This is an optimization exercise on Yosys and OpenROAD, whose aim is a short achievable clock period and few clock cycles per item, not a production implementation.
At most, simulation tests tie the RTL to the original design; equivalence was not proved.
Power figures rest on the tool's default switching activity, not on a simulated workload.

Setup of run E:
## page_swap_slot_manager
module page_swap_slot_manager (
  input  logic                clk,
  input  logic                rst,
  input  logic                req_valid,
  output logic                req_ready,
  input  logic [1:0]          req_opcode,
  input  logic [PAGE_W-1:0]   req_page_number,
  input  logic [FRAME_W-1:0]  req_frame_number,
  input  logic                req_load_valid,
  output logic                rsp_valid,
  input  logic                rsp_ready,
  output logic [OUT_W-1:0]    rsp_victim_page,
  output logic [OUT_W-1:0]    rsp_swap_slot,
  output logic [1:0]          rsp_status
);
  localparam int CAP = 5;    
  logic                 req_ready_q;
  logic                 i_valid;
  logic [1:0]           i_op;
  logic [PAGE_W-1:0]    i_page;
  logic [7:0]           i_pg_hi;           
  logic [7:0]           i_pg_lo;           
  logic                 rst_q;             
  logic [FRAME_W-1:0]   i_frame;
  logic                 i_lv;
  assign req_ready = req_ready_q;
  always_ff @(posedge clk) begin
    i_op      <= req_opcode;
    i_page    <= req_page_number;
    i_pg_hi   <= 8'(1) << req_page_number[5:3];
    i_pg_lo   <= 8'(1) << req_page_number[2:0];
    rst_q     <= rst;
    i_frame   <= req_frame_number;
    i_lv      <= req_load_valid;
    i_valid   <= !rst && req_valid && req_ready_q;
  end
  logic [NUM_PAGES-1:0]  entry_valid;      
  logic [SWAP_SLOTS-1:0] slot_used;        
  logic [NUM_PAGES-1:0]  ptr_mask;         
  logic                  full_q;           
  logic [LOC_W-1:0]      loc [NUM_PAGES];  
  logic                 d_valid;
  logic                 d_find, d_out, d_in, d_load;
  logic [PAGE_W-1:0]    d_page;
  logic [NUM_PAGES-1:0] d_page_oh;
  logic [FRAME_W-1:0]   d_frame;
  logic                 d_lv;
  logic [LOC_W-1:0]     d_l_bin;           
  logic                 d_fwd_out;         
  logic                 d_fwd_fr;          
  ...
Size in the first run: about 6,300 cells after synthesis, ~34 I/O pins, ~0.047 mm2 of cells after synthesis.
export LEC_CHECK = 0
export CAP_MARGIN = 30
export CORE_MARGIN = 2
export CORE_UTILIZATION = 40
export PLACE_DENSITY = 0.6
export SETUP_SLACK_MARGIN = 3.3
export SLEW_MARGIN = 20
export SYNTH_HIERARCHICAL = 1
create_clock -name core_clock -period 5.0 [get_ports {clk}]
run.sh (not shown) runs the stock make flow with config.mk's settings and CLKGATE_MAP_FILE= SYNTH_SCRIPT=/design/flow/synth_recipe.tcl, a recipe that flattens the netlist after the stock synthesis.
Run E: PASS, flow complete, no timing, DRC or antenna violations
Here is what was changed in the inputs of run A compared with run E.
diff --git a/flow/design.v b/flow/design.v
--- a/flow/design.v
+++ b/flow/design.v
@@ -61,41 +61,46 @@
 endmodule
 module pssm_o211ai (input logic a1, input logic a2, input logic b1, input logic c1, output logic y);
   assign y = ~((a1 | a2) & b1 & c1);
 endmodule
 module pssm_inv (input logic a, output logic y);
   assign y = ~a;
 endmodule
 module pssm_pfx_or64 (
   input  logic [63:0] x,
-  output logic [63:0] y
+  output logic [63:0] y,
+  output logic [3:0]  any    
 );
   logic [64*7-1:0] s;
   assign s[63:0] = x;
   for (genvar k = 0; k < 6; k++) begin : g_lvl
     for (genvar i = 0; i < 64; i++) begin : g_bit
       if (i >= (1 << k)) begin : g_op
         if (k % 2 == 0) begin : g_nor
           pssm_nor2 u (.a(s[64*k + i]), .b(s[64*k + i - (1 << k)]), .y(s[64*(k+1) + i]));
         end else begin : g_nand
           pssm_nand2 u (.a(s[64*k + i]), .b(s[64*k + i - (1 << k)]), .y(s[64*(k+1) + i]));
         end
       end else begin : g_pass
         pssm_inv u (.a(s[64*k + i]), .y(s[64*(k+1) + i]));
       end
     end
   end
   assign y = s[64*7-1 -: 64];
+  for (genvar c = 0; c < 4; c++) begin : g_any
+    pssm_nand2 u (.a(s[64*5 + 63]), .b(s[64*5 + 31]), .y(any[c]));
+  end
 endmodule
 module pssm_pfx_or64_and (
   input  logic [63:0] a,
   input  logic [63:0] b,
-  output logic [63:0] y
+  output logic [63:0] y,
+  output logic [3:0]  any    
 );
   logic [64*6-1:0] s;    
   for (genvar i = 0; i < 64; i++) begin : g_first
     if (i >= 1) begin : g_op
       pssm_a22oi u (.a1(a[i]), .a2(b[i]), .b1(a[i-1]), .b2(b[i-1]), .y(s[i]));
     end else begin : g_pass
       pssm_nand2 u (.a(a[i]), .b(b[i]), .y(s[i]));
     end
   end
@@ -107,18 +112,21 @@
         end else begin : g_nand
           pssm_nand2 u (.a(s[64*(k-1) + i]), .b(s[64*(k-1) + i - (1 << k)]), .y(s[64*k + i]));
         end
       end else begin : g_pass
         pssm_inv u (.a(s[64*(k-1) + i]), .y(s[64*k + i]));
       end
     end
   end
   assign y = s[64*6-1 -: 64];
+  for (genvar c = 0; c < 4; c++) begin : g_any
+    pssm_nand2 u (.a(s[64*4 + 63]), .b(s[64*4 + 31]), .y(any[c]));
+  end
 endmodule
 module pssm_pfx_and64 (
   input  logic [63:0] x,
   output logic [63:0] y
 );
   logic [64*7-1:0] s;
   assign s[63:0] = x;
   for (genvar k = 0; k < 6; k++) begin : g_lvl
     for (genvar i = 0; i < 64; i++) begin : g_bit
@@ -297,31 +305,33 @@
     d_l_bin   <= match_w ? w_loc : match_x ? x_loc : ~rd_n;
   end
   logic                  is_find, is_out, is_in, is_load;
   logic [NUM_PAGES-1:0]  pm, pv, ptr_next;
   logic                  any_m, any_v;
   logic [SWAP_SLOTS-1:0] pa, used_out, used_in, new_oh, loc_oh;
   logic                  full, fwd_hit;
   logic [LOC_W-1:0]      l_sel;
   logic                  v_we, v_new;
-  pssm_pfx_or64_and u_pm (.a(entry_valid), .b(ptr_mask), .y(pm));
-  pssm_pfx_or64     u_pv (.x(entry_valid), .y(pv));
+  logic [3:0]            any_m4, any_v4;
+  pssm_pfx_or64_and u_pm (.a(entry_valid), .b(ptr_mask), .y(pm), .any(any_m4));
+  pssm_pfx_or64     u_pv (.x(entry_valid), .y(pv), .any(any_v4));
   pssm_pfx_and64 u_pa (.x(slot_used), .y(pa));
   logic full_now, one_free;
   pssm_zeros64 u_zeros (.x(slot_used), .full_n(full_now), .one_n(one_free));
   always_comb begin
     is_find = d_valid && d_find;
     is_out  = d_valid && d_out;
     is_in   = d_valid && d_in;
     is_load = d_valid && d_load;
     any_m    = pm[NUM_PAGES-1];
     any_v    = pv[NUM_PAGES-1];
-    ptr_next = pm | (pv & {NUM_PAGES{!any_m}}) | (ptr_mask & {NUM_PAGES{!any_v}});
+    for (int i = 0; i < NUM_PAGES; i++)
+      ptr_next[i] = pm[i] | (pv[i] & !any_m4[i / 16]) | (ptr_mask[i] & !any_v4[i / 16]);
     full     = full_q;
     used_out = slot_used | {pa[SWAP_SLOTS-2:0], 1'b1};
     new_oh   = ~slot_used & {pa[SWAP_SLOTS-2:0], 1'b1};
     fwd_hit = d_fwd_out && w_out_ok;
     l_sel   = d_fwd_fr ? LOC_W'(w_frame) : d_l_bin;
     loc_oh  = fwd_hit ? w_new_oh : (SWAP_SLOTS'(1) << l_sel);
     used_in = slot_used & ~loc_oh;
     v_we  = is_in || is_load || (is_out && !full);
     v_new = is_in || (is_load && d_lv);
--- outcome ---
- From run E to run A the numbers moved as follows: number of antenna violations at the first check in global routing shows a reduction of 2, routed length on met2 shows a reduction of about 2%, multi-input logic cell count shows an increase of about 0.8%, effective utilization at floorplan shows no meaningful change.
- A master of the slowest instance on the critical path of sky130_fd_sc_hd__dfxtp_4 is what run E shows, while sky130_fd_sc_hd__dfxtp_2 belongs to run A.
- Run A gives less synthesis-to-layout area growth than run E did.
- Worst hold slack on run A is down relative to run E.
- Compared with run E, run A shows a global-route usage that is 0.51 points higher.
- | slew at the pin with the worst max-slew slack | higher: run A |
- Run A ends up with a share of final layout cell area taken by non-clock buffers that is 0.18 points higher than in run E.
- Looking at layout filler cell count, run A sits about 2.2% higher than run E does.
- Final cycle utilization of the critical path was higher in the run labelled run A.
- The wire length of run A falls short of that of run E by 1900 um.
- Overall die height: run E vs run A, no meaningful difference
- Run E -> run A: switching component of the power flat
Testbench counts of run A, summed over its fixed seeds: cycles 12,032, items 12,000.
Function not checked in run E: the RTL went through the layout flow alone.

---

page_swap_slot_manager, a different RTL version from the one above (not shown whole).
For scale: roughly 6300 cells after synthesis, roughly 0.048 mm2 of cells after synthesis.
clock: 5.0 ns
lec_check: 0
cap_margin: 30
core_margin: 2
core_utilization: 40
place_density: 0.6
setup_slack_margin: 3.3
slew_margin: 20
synth_hierarchical: 1
Testbench counts at the start, summed over its fixed seeds: cycles 12,032, items 12,000.
==> next run, changes <==
--- a/flow/design.v
+++ b/flow/design.v
@@ -60,42 +60,38 @@
   assign y = ~((a1 & a2) | b1 | c1);
 endmodule
 module pssm_o211ai (input logic a1, input logic a2, input logic b1, input logic c1, output logic y);
   assign y = ~((a1 | a2) & b1 & c1);
 endmodule
 module pssm_inv (input logic a, output logic y);
   assign y = ~a;
 endmodule
 module pssm_pfx_or64 (
   input  logic [63:0] x,
-  output logic [63:0] y,
-  output logic [3:0]  any    
+  output logic [63:0] y
 );
   logic [64*7-1:0] s;
   assign s[63:0] = x;
   for (genvar k = 0; k < 6; k++) begin : g_lvl
     for (genvar i = 0; i < 64; i++) begin : g_bit
       if (i >= (1 << k)) begin : g_op
         if (k % 2 == 0) begin : g_nor
           pssm_nor2 u (.a(s[64*k + i]), .b(s[64*k + i - (1 << k)]), .y(s[64*(k+1) + i]));
         end else begin : g_nand
           pssm_nand2 u (.a(s[64*k + i]), .b(s[64*k + i - (1 << k)]), .y(s[64*(k+1) + i]));
         end
       end else begin : g_pass
         pssm_inv u (.a(s[64*k + i]), .y(s[64*(k+1) + i]));
       end
     end
   end
   assign y = s[64*7-1 -: 64];
-  for (genvar c = 0; c < 4; c++) begin : g_any
-    pssm_nand2 u (.a(s[64*5 + 63]), .b(s[64*5 + 31]), .y(any[c]));
-  end
 endmodule
 module pssm_pfx_or64_and (
   input  logic [63:0] a,
   input  logic [63:0] b,
   output logic [63:0] y,
   output logic [3:0]  any    
 );
   logic [64*6-1:0] s;    
   for (genvar i = 0; i < 64; i++) begin : g_first
     if (i >= 1) begin : g_op
@@ -241,20 +237,21 @@
     i_pg_lo   <= 8'(1) << req_page_number[2:0];
     rst_q     <= rst;
     i_frame   <= req_frame_number;
     i_lv      <= req_load_valid;
     i_valid   <= !rst && req_valid && !flight[CAP-1];
   end
   logic [NUM_PAGES-1:0]  entry_valid;      
   logic [SWAP_SLOTS-1:0] slot_used;        
   logic [NUM_PAGES-1:0]  ptr_mask;         
   logic                  full_q;           
+  logic                  any_v_q;          
   logic [LOC_W-1:0]      loc [NUM_PAGES];  
   logic                 d_valid;
   logic                 d_find, d_out, d_in, d_load;
   logic [PAGE_W-1:0]    d_page;
   logic [NUM_PAGES-1:0] d_page_oh;
   logic [FRAME_W-1:0]   d_frame;
   logic                 d_lv;
   logic [LOC_W-1:0]     d_l_bin;           
   logic                 d_fwd_out;         
   logic                 d_fwd_fr;          
@@ -305,35 +302,37 @@
     d_fwd_fr  <= match_d && (d_in || d_load);
     d_l_bin   <= match_w ? w_loc : match_x ? x_loc : ~rd_n;
   end
   logic                  is_find, is_out, is_in, is_load;
   logic [NUM_PAGES-1:0]  pm, pv, ptr_next;
   logic                  any_m, any_v;
   logic [SWAP_SLOTS-1:0] pa, used_out, used_in, new_oh, loc_oh;
   logic                  full, fwd_hit;
   logic [LOC_W-1:0]      l_sel;
   logic                  v_we, v_new;
-  logic [3:0]            any_m4, any_v4;
+  logic [3:0]            any_m4;
   pssm_pfx_or64_and u_pm (.a(entry_valid), .b(ptr_mask), .y(pm), .any(any_m4));
-  pssm_pfx_or64     u_pv (.x(entry_valid), .y(pv), .any(any_v4));
+  pssm_pfx_or64     u_pv (.x(entry_valid), .y(pv));
+  logic others_any;
+  assign others_any = |(entry_valid & ~d_page_oh);
   pssm_pfx_and64 u_pa (.x(slot_used), .y(pa));
   logic full_now, one_free;
   pssm_zeros64 u_zeros (.x(slot_used), .full_n(full_now), .one_n(one_free));
   always_comb begin
     is_find = d_valid && d_find;
     is_out  = d_valid && d_out;
     is_in   = d_valid && d_in;
     is_load = d_valid && d_load;
     any_m    = pm[NUM_PAGES-1];
-    any_v    = pv[NUM_PAGES-1];
+    any_v    = any_v_q;
     for (int i = 0; i < NUM_PAGES; i++)
-      ptr_next[i] = pm[i] | (pv[i] & !any_m4[i / 16]) | (ptr_mask[i] & !any_v4[i / 16]);
+      ptr_next[i] = pm[i] | (pv[i] & !any_m4[i / 16]);
     full     = full_q;
     used_out = slot_used | {pa[SWAP_SLOTS-2:0], 1'b1};
     new_oh   = ~slot_used & {pa[SWAP_SLOTS-2:0], 1'b1};
     fwd_hit = d_fwd_out && w_out_ok;
     l_sel   = d_fwd_fr ? LOC_W'(w_frame) : d_l_bin;
     loc_oh  = fwd_hit ? w_new_oh : (SWAP_SLOTS'(1) << l_sel);
     used_in = slot_used & ~loc_oh;
     v_we  = is_in || is_load || (is_out && !full);
     v_new = is_in || (is_load && d_lv);
   end
@@ -349,26 +348,28 @@
       w_we    <= is_in || is_load || (is_out && !full);
       x_we    <= w_we;
     end
   end
   always_ff @(posedge clk) begin
     if (rst_q) begin
       entry_valid <= '0;
       slot_used   <= '0;
       ptr_mask    <= '1;
       full_q      <= 1'b0;
+      any_v_q     <= 1'b0;
       for (int i = 0; i < NUM_PAGES; i++) loc[i] <= '0;
     end else begin
       for (int i = 0; i < NUM_PAGES; i++) begin
         if (v_we && d_page_oh[i]) entry_valid[i] <= v_new;
       end
-      if (is_find) ptr_mask <= ptr_next;
+      if (is_find && any_v) ptr_mask <= ptr_next;
+      if (v_we) any_v_q <= v_new || others_any;
       full_q <= is_in ? 1'b0 : is_out ? one_free : full_now;
       if (is_out) slot_used <= used_out;
       else if (is_in) slot_used <= used_in;
       for (int i = 0; i < NUM_PAGES; i++)
         if (x_we && x_page == PAGE_W'(i)) loc[i] <= x_loc;
     end
   end
   always_ff @(posedge clk) begin
     w_page    <= d_page;
     w_frame   <= d_frame;
The new run finished with timing, DRC and antenna clean.
Wire length came out higher by 1.2%.
First-iteration DRC count came out higher by 6.0%.
Worst hold slack is worse by 0.070 ns.
Setup slack is worse by 0.0085 ns.
Final cell count barely changes.
Core utilization came out higher by 0.28 points.
Sequential share of layout area came out lower by 0.30 points.
Fmax came out lower by 0.39%.
Via count came out lower by 0.31%.
Final area came out higher by 0.43%.
Count of clock-buffer cells in the layout came out higher by 2.
Sequential power stays flat.
Testbench counts after the change, summed over its fixed seeds: cycles 12,032, items 12,000.

---

page_swap_slot_manager, a different RTL version from the one above (not shown whole).
Size: roughly 940 flip-flops.
clock: 5.0 ns
lec_check: 0
cap_margin: 30
core_margin: 2
core_utilization: 40
place_density: 0.6
setup_slack_margin: 3.3
slew_margin: 20
synth_hierarchical: 1
Rerun with:
--- a/flow/design.v
+++ b/flow/design.v
@@ -53,12 +53,18 @@
 module pssm_nand3 (input logic a, input logic b, input logic c, output logic y);
   assign y = ~(a & b & c);
 endmodule
 module pssm_a22oi (input logic a1, input logic a2, input logic b1, input logic b2, output logic y);
   assign y = ~((a1 & a2) | (b1 & b2));
 endmodule
+module pssm_a211oi (input logic a1, input logic a2, input logic b1, input logic c1, output logic y);
+  assign y = ~((a1 & a2) | b1 | c1);
+endmodule
+module pssm_o211ai (input logic a1, input logic a2, input logic b1, input logic c1, output logic y);
+  assign y = ~((a1 | a2) & b1 & c1);
+endmodule
 module pssm_inv (input logic a, output logic y);
   assign y = ~a;
 endmodule
 module pssm_pfx_or64 (
   input  logic [63:0] x,
   output logic [63:0] y
@@ -168,12 +174,33 @@
         pssm_nor2 u (.a(s[2*n]), .b(s[2*n + 1]), .y(s[n]));
       end
     end
     assign y_n[b] = s[1];
   end
 endmodule
+module pssm_zeros64 (
+  input  logic [63:0] x,
+  output logic        full_n,
+  output logic        one_n
+);
+  logic [127:0] a;    
+  logic [127:0] t;    
+  assign a[127:64] = x;
+  assign t[127:64] = '1;
+  for (genvar n = 1; n < 64; n++) begin : g_node
+    if ((n >= 32) || (n >= 8 && n < 16) || (n >= 2 && n < 4)) begin : g_pos
+      pssm_nand2   ua (.a(a[2*n]), .b(a[2*n+1]), .y(a[n]));
+      pssm_o211ai  ut (.a1(a[2*n]), .a2(a[2*n+1]), .b1(t[2*n]), .c1(t[2*n+1]), .y(t[n]));
+    end else begin : g_neg
+      pssm_nor2    ua (.a(a[2*n]), .b(a[2*n+1]), .y(a[n]));
+      pssm_a211oi  ut (.a1(a[2*n]), .a2(a[2*n+1]), .b1(t[2*n]), .c1(t[2*n+1]), .y(t[n]));
+    end
+  end
+  assign full_n = a[1];
+  assign one_n  = t[1];
+endmodule
 import pssm_pkg::*;
 module page_swap_slot_manager (
   input  logic                clk,
   input  logic                rst,
   input  logic                req_valid,
   output logic                req_ready,
@@ -208,12 +235,13 @@
     i_lv      <= req_load_valid;
     i_valid   <= !rst && req_valid && req_ready_q;
   end
   logic [NUM_PAGES-1:0]  entry_valid;      
   logic [SWAP_SLOTS-1:0] slot_used;        
   logic [NUM_PAGES-1:0]  ptr_mask;         
+  logic                  full_q;           
   logic [LOC_W-1:0]      loc [NUM_PAGES];  
   logic                 d_valid;
   logic                 d_find, d_out, d_in, d_load;
   logic [PAGE_W-1:0]    d_page;
   logic [NUM_PAGES-1:0] d_page_oh;
   logic [FRAME_W-1:0]   d_frame;
@@ -275,21 +303,23 @@
   logic                  full, fwd_hit;
   logic [LOC_W-1:0]      l_sel;
   logic                  v_we, v_new;
   pssm_pfx_or64_and u_pm (.a(entry_valid), .b(ptr_mask), .y(pm));
   pssm_pfx_or64     u_pv (.x(entry_valid), .y(pv));
   pssm_pfx_and64 u_pa (.x(slot_used), .y(pa));
+  logic full_now, one_free;
+  pssm_zeros64 u_zeros (.x(slot_used), .full_n(full_now), .one_n(one_free));
   always_comb begin
     is_find = d_valid && d_find;
     is_out  = d_valid && d_out;
     is_in   = d_valid && d_in;
     is_load = d_valid && d_load;
     any_m    = pm[NUM_PAGES-1];
     any_v    = pv[NUM_PAGES-1];
     ptr_next = pm | (pv & {NUM_PAGES{!any_m}}) | (ptr_mask & {NUM_PAGES{!any_v}});
-    full     = pa[SWAP_SLOTS-1];
+    full     = full_q;
     used_out = slot_used | {pa[SWAP_SLOTS-2:0], 1'b1};
     new_oh   = ~slot_used & {pa[SWAP_SLOTS-2:0], 1'b1};
     fwd_hit = d_fwd_out && w_out_ok;
     l_sel   = d_fwd_fr ? LOC_W'(w_frame) : d_l_bin;
     loc_oh  = fwd_hit ? w_new_oh : (SWAP_SLOTS'(1) << l_sel);
     used_in = slot_used & ~loc_oh;
@@ -311,18 +341,20 @@
   end
   always_ff @(posedge clk) begin
     if (rst_q) begin
       entry_valid <= '0;
       slot_used   <= '0;
       ptr_mask    <= '1;
+      full_q      <= 1'b0;
       for (int i = 0; i < NUM_PAGES; i++) loc[i] <= '0;
     end else begin
       for (int i = 0; i < NUM_PAGES; i++) begin
         if (v_we && d_page_oh[i]) entry_valid[i] <= v_new;
       end
       if (is_find) ptr_mask <= ptr_next;
+      full_q <= is_in ? 1'b0 : is_out ? one_free : full_now;
       if (is_out) slot_used <= used_out;
       else if (is_in) slot_used <= used_in;
       for (int i = 0; i < NUM_PAGES; i++)
         if (x_we && x_page == PAGE_W'(i)) loc[i] <= x_loc;
     end
   end
The changed run went through all stages and came out clean.
Via count rose by 1.5%.
Die area climbs by about 2%.
Non-clock buffer count fell by 35.
Register-to-register slack improves by 0.19 ns.
Global-route usage is higher by 0.43 points.
Setup slack gets better by 0.073 ns.
Synthesized cell count is higher by 2.0%.
Flip-flop and latch count rose by 1.
Design area is about the same.
Sequential share of layout area barely changes.
Clock skew goes up by 0.0032 ns.
Power rises by about 1.5%.
Testbench counts after the change, summed over its fixed seeds: cycles 12,032, items 12,000.
Function not checked in the first run of this note: the RTL went through the layout flow alone.

re-timing with driven ports:
In the flow no input, the clock included, has a driving cell. The finished layouts below were timed again as built, in two steps.
Step 1: set_driving_cell puts a clkbuf_16 on clk and a buf_2 on each other input, an assumption about the parent block.
Step 2 moves the port delays by t, midway between the first and last clock arrival at a register: inputs arrive t later, outputs are due t later. That takes back most of the time a late clock gives input paths.
a / b / c = no drivers / after step 1 / after step 2; a / b = the first two.
run	t, ns	slack for setup (ns)	latest minus earliest clock arrival (ns)	slew at the worst register clock pin (ns)	pins driven straight from the clock port
run E	0.764	2.824 / 2.751 / 2.663	0.044 / 0.044	0.07 / 0.07	1
run A	0.770	2.729 / 2.657 / 2.640	0.041 / 0.042	0.07 / 0.07	1
the first run of note 2	0.769	2.806 / 2.732 / 2.612	0.074 / 0.074	0.07 / 0.07	1
the second run of note 2	0.765	2.798 / 2.729 / 2.636	0.086 / 0.086	0.07 / 0.07	1
the first run of note 3	0.756	2.745 / 2.721 / 2.643	0.046 / 0.047	0.07 / 0.07	1
the second run of note 3	0.754	2.819 / 2.750 / 2.657	0.055 / 0.055	0.07 / 0.07	1
After both steps every run listed still meets setup and hold. For the first run of note 2, which loses most, drivers alone change the setup slack by -0.074 ns; drivers and shift together by -0.194 ns.
